This is an optimization exercise on Yosys and OpenROAD, whose aim is small area and a short achievable clock period, not a production implementation. Function was checked by simulation only, so behaviour that the tests miss may differ from the original. Power and IR drop assume default switching activity.

==> module glyph_pixel_gen, before the edit <==
module glyph_pixel_gen
(
  input  logic                                   clk,
  input  logic                                   rst_n,
  input  logic [text_video_pkg::HCOUNT_W-1:0]    hcount,
  input  logic [text_video_pkg::VCOUNT_W-1:0]    vcount,
  input  logic                                   line_visible,
  input  logic                                   frame_visible,
  input  logic                                   hsync_in,
  input  logic                                   vsync_in,
  output logic [text_video_pkg::CHAR_ADDR_W-1:0] char_raddr,
  input  logic [text_video_pkg::BYTE_W-1:0]      char_rdata,
  input  logic                                   char_we,
  input  logic [text_video_pkg::CHAR_ADDR_W-1:0] char_waddr,
  input  logic [text_video_pkg::BYTE_W-1:0]      char_wdata,
  input  logic                                   char_acc,
  input  logic [text_video_pkg::CHAR_ADDR_W-1:0] char_acc_addr,
  input  logic [text_video_pkg::BYTE_W-1:0]      cmd_data,
  output logic [3:0]                             font_row,
  output logic [15:0]                            font_row_sel,
  input  logic [31:0]                            font_taps,
  input  logic [1:0]                             font_tap_bit,
  input  logic [2:0]                             font_phase3,
  output logic [text_video_pkg::FONT_ADDR_W-1:0] font_chk_addr,
  output logic                                   font_chk_zero,
  input  logic                                   font_chk_hit,
  input  logic [text_video_pkg::BYTE_W-1:0]      font_chk_data,
  output logic [3:0]                             red,
  output logic [3:0]                             green,
  output logic [3:0]                             blue,
  output logic                                   hsync,
  output logic                                   vsync,
  output logic                                   de
);
  logic [2:0]             phase;
  logic [CHAR_ADDR_W-1:0] fetch_col;
  logic [VCOUNT_W-1:0]    fetch_line;
  logic [VCOUNT_W-1:0]    next_line;
  logic [3:0]             row_q;
  logic [15:0]            row_oh;
  logic [3:0]             code_pre;
  logic                   code_hit;
  logic                   row_zero;
  logic                   zero_new;
  logic [3:0]             code_new;
  logic [3:0]             code;
  logic                   ph6;
  logic                   ph0;
  logic                   ph2;
  logic [CHAR_ADDR_W-1:0] fetch_addr;
  logic [31:0]            taps_q;
  logic [1:0]             tap_bit_q;
  logic [1:0]             gbits;
  logic [GLYPH_W-1:0]     snap;
  logic [GLYPH_W-1:0]     merged;
  logic                   ov_valid;
  logic [GLYPH_W-1:0]     ov_data;
  logic [GLYPH_W-1:0]     pix_shift;
  logic                   pix_ov;
  logic [2:0]             shown;
  logic [1:0]             shown_bit;
  logic [2:0]             win_phase;
  logic [1:0]             win_pos;
  logic                   pix_inv;
  logic                   pix_inv_q;
  logic [3:0]             code_q;
  logic                   pix_bit;
  logic [PIXEL_LATENCY-2:0] vis_pipe;
  logic [PIXEL_LATENCY-2:0] hs_pipe;
  logic [PIXEL_LATENCY-2:0] vs_pipe;
  assign phase = hcount[2:0];
  assign next_line = (vcount == VCOUNT_W'(V_TOTAL - 1)) ? '0 : vcount + 1'b1;
  always_comb
  begin
    if (hcount == HCOUNT_W'(H_TOTAL - 4))
    begin
      fetch_col  = '0;
      fetch_line = next_line;
    end
    else
    begin
      fetch_col  = CHAR_ADDR_W'(hcount / GLYPH_W + 1);
      fetch_line = vcount;
    end
  end
  assign fetch_addr    = CHAR_ADDR_W'((fetch_line / GLYPH_H) * TEXT_COLS + fetch_col);
  assign code          = code_hit ? code_new : code_pre;
  assign font_row      = row_q;
  assign font_row_sel  = row_oh;
  assign font_chk_addr = {code, row_q};
  assign font_chk_zero = row_zero && (code_hit ? zero_new : (code_pre == 4'd0));
  assign gbits         = taps_q[2*code_q +: 2];
  always_comb
  begin
    merged = snap;
    merged[{1'b1, tap_bit_q}] = gbits[1];
    merged[{1'b0, tap_bit_q}] = gbits[0];
  end
  always_ff @(posedge clk or negedge rst_n)
  begin
    if (!rst_n)
    begin
      code_hit <= 1'b0;
      ph6      <= 1'b0;
      ph0      <= 1'b1;
      ph2      <= 1'b0;
    end
    else
    begin
      if (phase == 3'd5)
        code_hit <= char_acc && (char_acc_addr == char_raddr);
      ph6 <= (phase == 3'd5);
      ph0 <= (phase == 3'd7);
      ph2 <= (phase == 3'd1);
    end
  end
  always_ff @(posedge clk)
  begin
    if (phase == 3'd4)
    begin
      char_raddr <= fetch_addr;
      row_q      <= fetch_line[3:0];
      row_oh     <= 16'(1) << fetch_line[3:0];
      row_zero   <= (fetch_line[3:0] == 4'd0);
    end
    if (phase == 3'd5)
    begin
      code_pre   <= (char_we && (char_waddr == char_raddr)) ? char_wdata[3:0] : char_rdata[3:0];
      code_new   <= cmd_data[3:0];
      zero_new   <= (cmd_data[3:0] == 4'd0);
    end
    if (ph6)
      code_q <= code;
    taps_q    <= font_taps;
    tap_bit_q <= font_tap_bit;
    if (ph6)
    begin
      ov_valid <= font_chk_hit;
      ov_data  <= font_chk_data;
    end
    else if (ph0 && font_chk_hit)
    begin
      ov_valid <= 1'b1;
      ov_data  <= font_chk_data;
    end
    snap <= merged;
    if (ph2)
    begin
      pix_shift <= ov_valid ? ov_data : merged;
      pix_ov    <= ov_valid;
    end
    else
      pix_shift <= pix_shift << 1;
  end
  assign shown     = phase - 3'd2;
  assign shown_bit = 2'd3 - shown[1:0];
  assign win_phase = font_phase3 + 3'd1 - shown - 3'd5;
  assign win_pos   = 2'd3 - shown_bit - win_phase[1:0];
  assign pix_inv   = 3'(win_phase + 3'(win_pos) - 3'd3) >> 2;
  assign pix_bit   = pix_shift[GLYPH_W-1] ^ (pix_inv_q && !pix_ov);
  always_ff @(posedge clk)
    pix_inv_q <= pix_inv;
  always_ff @(posedge clk or negedge rst_n)
  begin
    if (!rst_n)
    begin
      vis_pipe <= '0;
      hs_pipe  <= '1;
      vs_pipe  <= '1;
      de       <= 1'b0;
      hsync    <= 1'b1;
      vsync    <= 1'b1;
      red      <= 4'h0;
      green    <= 4'h0;
      blue     <= 4'h0;
    end
    else
    begin
      vis_pipe <= {vis_pipe[PIXEL_LATENCY-3:0], line_visible & frame_visible};
      hs_pipe  <= {hs_pipe[PIXEL_LATENCY-3:0], hsync_in};
      vs_pipe  <= {vs_pipe[PIXEL_LATENCY-3:0], vsync_in};
      de       <= vis_pipe[PIXEL_LATENCY-2];
      hsync    <= hs_pipe[PIXEL_LATENCY-2];
      vsync    <= vs_pipe[PIXEL_LATENCY-2];
      if (!vis_pipe[PIXEL_LATENCY-2])
        {red, green, blue} <= 12'h000;
      else if (pix_bit)
        {red, green, blue} <= {FG_RED, FG_GREEN, FG_BLUE};
      else
        {red, green, blue} <= {BG_RED, BG_GREEN, BG_BLUE};
    end
  end
endmodule
==> flow/config.mk <==
export PLATFORM = sky130hd
export DESIGN_NAME = text_video_top
export DESIGN_NICKNAME = text_video_top
export VERILOG_FILES = /design/flow/design.v
export SDC_FILE = /design/flow/constraint.sdc
export NUM_CORES = 4
export LEC_CHECK = 0
export CAP_MARGIN = 20
export CORE_MARGIN = 2
export CORE_UTILIZATION = 60
export CTS_CLUSTER_DIAMETER = 100
export CTS_CLUSTER_SIZE = 30
export SETUP_SLACK_MARGIN = 2.1
export SLEW_MARGIN = 20
==> flow/constraint.sdc <==
create_clock -name core_clock -period 4.5 [get_ports {clk}]
set_input_delay 0.9000 -clock core_clock [delete_from_list [all_inputs] [get_ports {clk}]]
set_output_delay 0.9000 -clock core_clock [all_outputs]
set_load 0.01 [all_outputs]
run.sh (not shown) runs the stock make flow with config.mk's settings and CLKGATE_MAP_FILE= SYNTH_SCRIPT=/design/flow/synth_recipe.tcl, a recipe that flattens the netlist after the stock synthesis.
Then changed:
--- a/flow/design.v
+++ b/flow/design.v
@@ -420,6 +420,4 @@
   logic [1:0]             win_pos;
   logic                   pix_inv;
-  logic                   pix_inv_q;
-  logic [3:0]             code_q;
   logic                   pix_bit;
   logic [PIXEL_LATENCY-2:0] vis_pipe;
@@ -447,5 +445,5 @@
   assign font_chk_addr = {code, row_q};
   assign font_chk_zero = row_zero && (code_hit ? zero_new : (code_pre == 4'd0));
-  assign gbits         = taps_q[2*code_q +: 2];
+  assign gbits         = taps_q[2*code +: 2];
   always_comb
   begin
@@ -487,6 +485,4 @@
       zero_new   <= (cmd_data[3:0] == 4'd0);
     end
-    if (ph6)
-      code_q <= code;
     taps_q    <= font_taps;
     tap_bit_q <= font_tap_bit;
@@ -510,12 +506,10 @@
       pix_shift <= pix_shift << 1;
   end
-  assign shown     = phase - 3'd2;
+  assign shown     = phase - 3'd3;
   assign shown_bit = 2'd3 - shown[1:0];
-  assign win_phase = font_phase3 + 3'd1 - shown - 3'd5;
+  assign win_phase = font_phase3 - shown - 3'd5;
   assign win_pos   = 2'd3 - shown_bit - win_phase[1:0];
-  assign pix_inv   = 3'(win_phase + 3'(win_pos) - 3'd3) >> 2;
-  assign pix_bit   = pix_shift[GLYPH_W-1] ^ (pix_inv_q && !pix_ov);
-  always_ff @(posedge clk)
-    pix_inv_q <= pix_inv;
+  assign pix_inv   = !pix_ov && 3'(win_phase + 3'(win_pos) - 3'd3) >> 2;
+  assign pix_bit   = pix_shift[GLYPH_W-1] ^ pix_inv;
   always_ff @(posedge clk or negedge rst_n)
   begin
Effect:
- design area came out lower by 0.38%
- synthesized area came out lower by about 0.56%
- global-route usage came out higher by 0.35 points
- die area came out lower by about 0.55%
- sequential cell count came out lower by 5
- power came out higher by about 20%
- non-clock buffer count came out lower by 7
- combinational power came out higher to 3.0 times its value
- wire length came out higher by 0.86%
- worst setup slack is worse by 0.074 ns
- clock-buffer cell count came out higher by 1
- worst hold slack is worse by 0.039 ns

==> re-timing with driven ports <==
The flow's constraints put no driver on any port. The routed layouts listed below were extracted and timed again, unchanged, in two steps. Step 1 sets driving cells, clkbuf_16 on the clock port and buf_2 on the other inputs (assumed; they add their load-dependent delay and slew). Step 2 adds t to the input delays and takes it off the output delays; t is the mean of the earliest and latest rising clock arrival at the registers after step 1. Input paths then give back, and output paths get back, about the clock's delay inside the block. Three values: ideal, step 1, step 2; two values: the first two.
run | shift t [ns] | setup WS [ns] | worst setup path after step 2 | clock arrival spread, ns | worst register clock-pin slew, ns
the first run | 0.788 | 2.062 / 2.062 / 1.809 | input to register | 0.041 / 0.041 | 0.12 / 0.12
the second run | 0.778 | 1.988 / 1.954 / 1.470 | input to register | 0.038 / 0.039 | 0.12 / 0.12
After both steps every run listed still meets setup and hold. The setup slack of the second run, which loses most, moves by -0.034 ns with the drivers and by -0.518 ns with both steps.
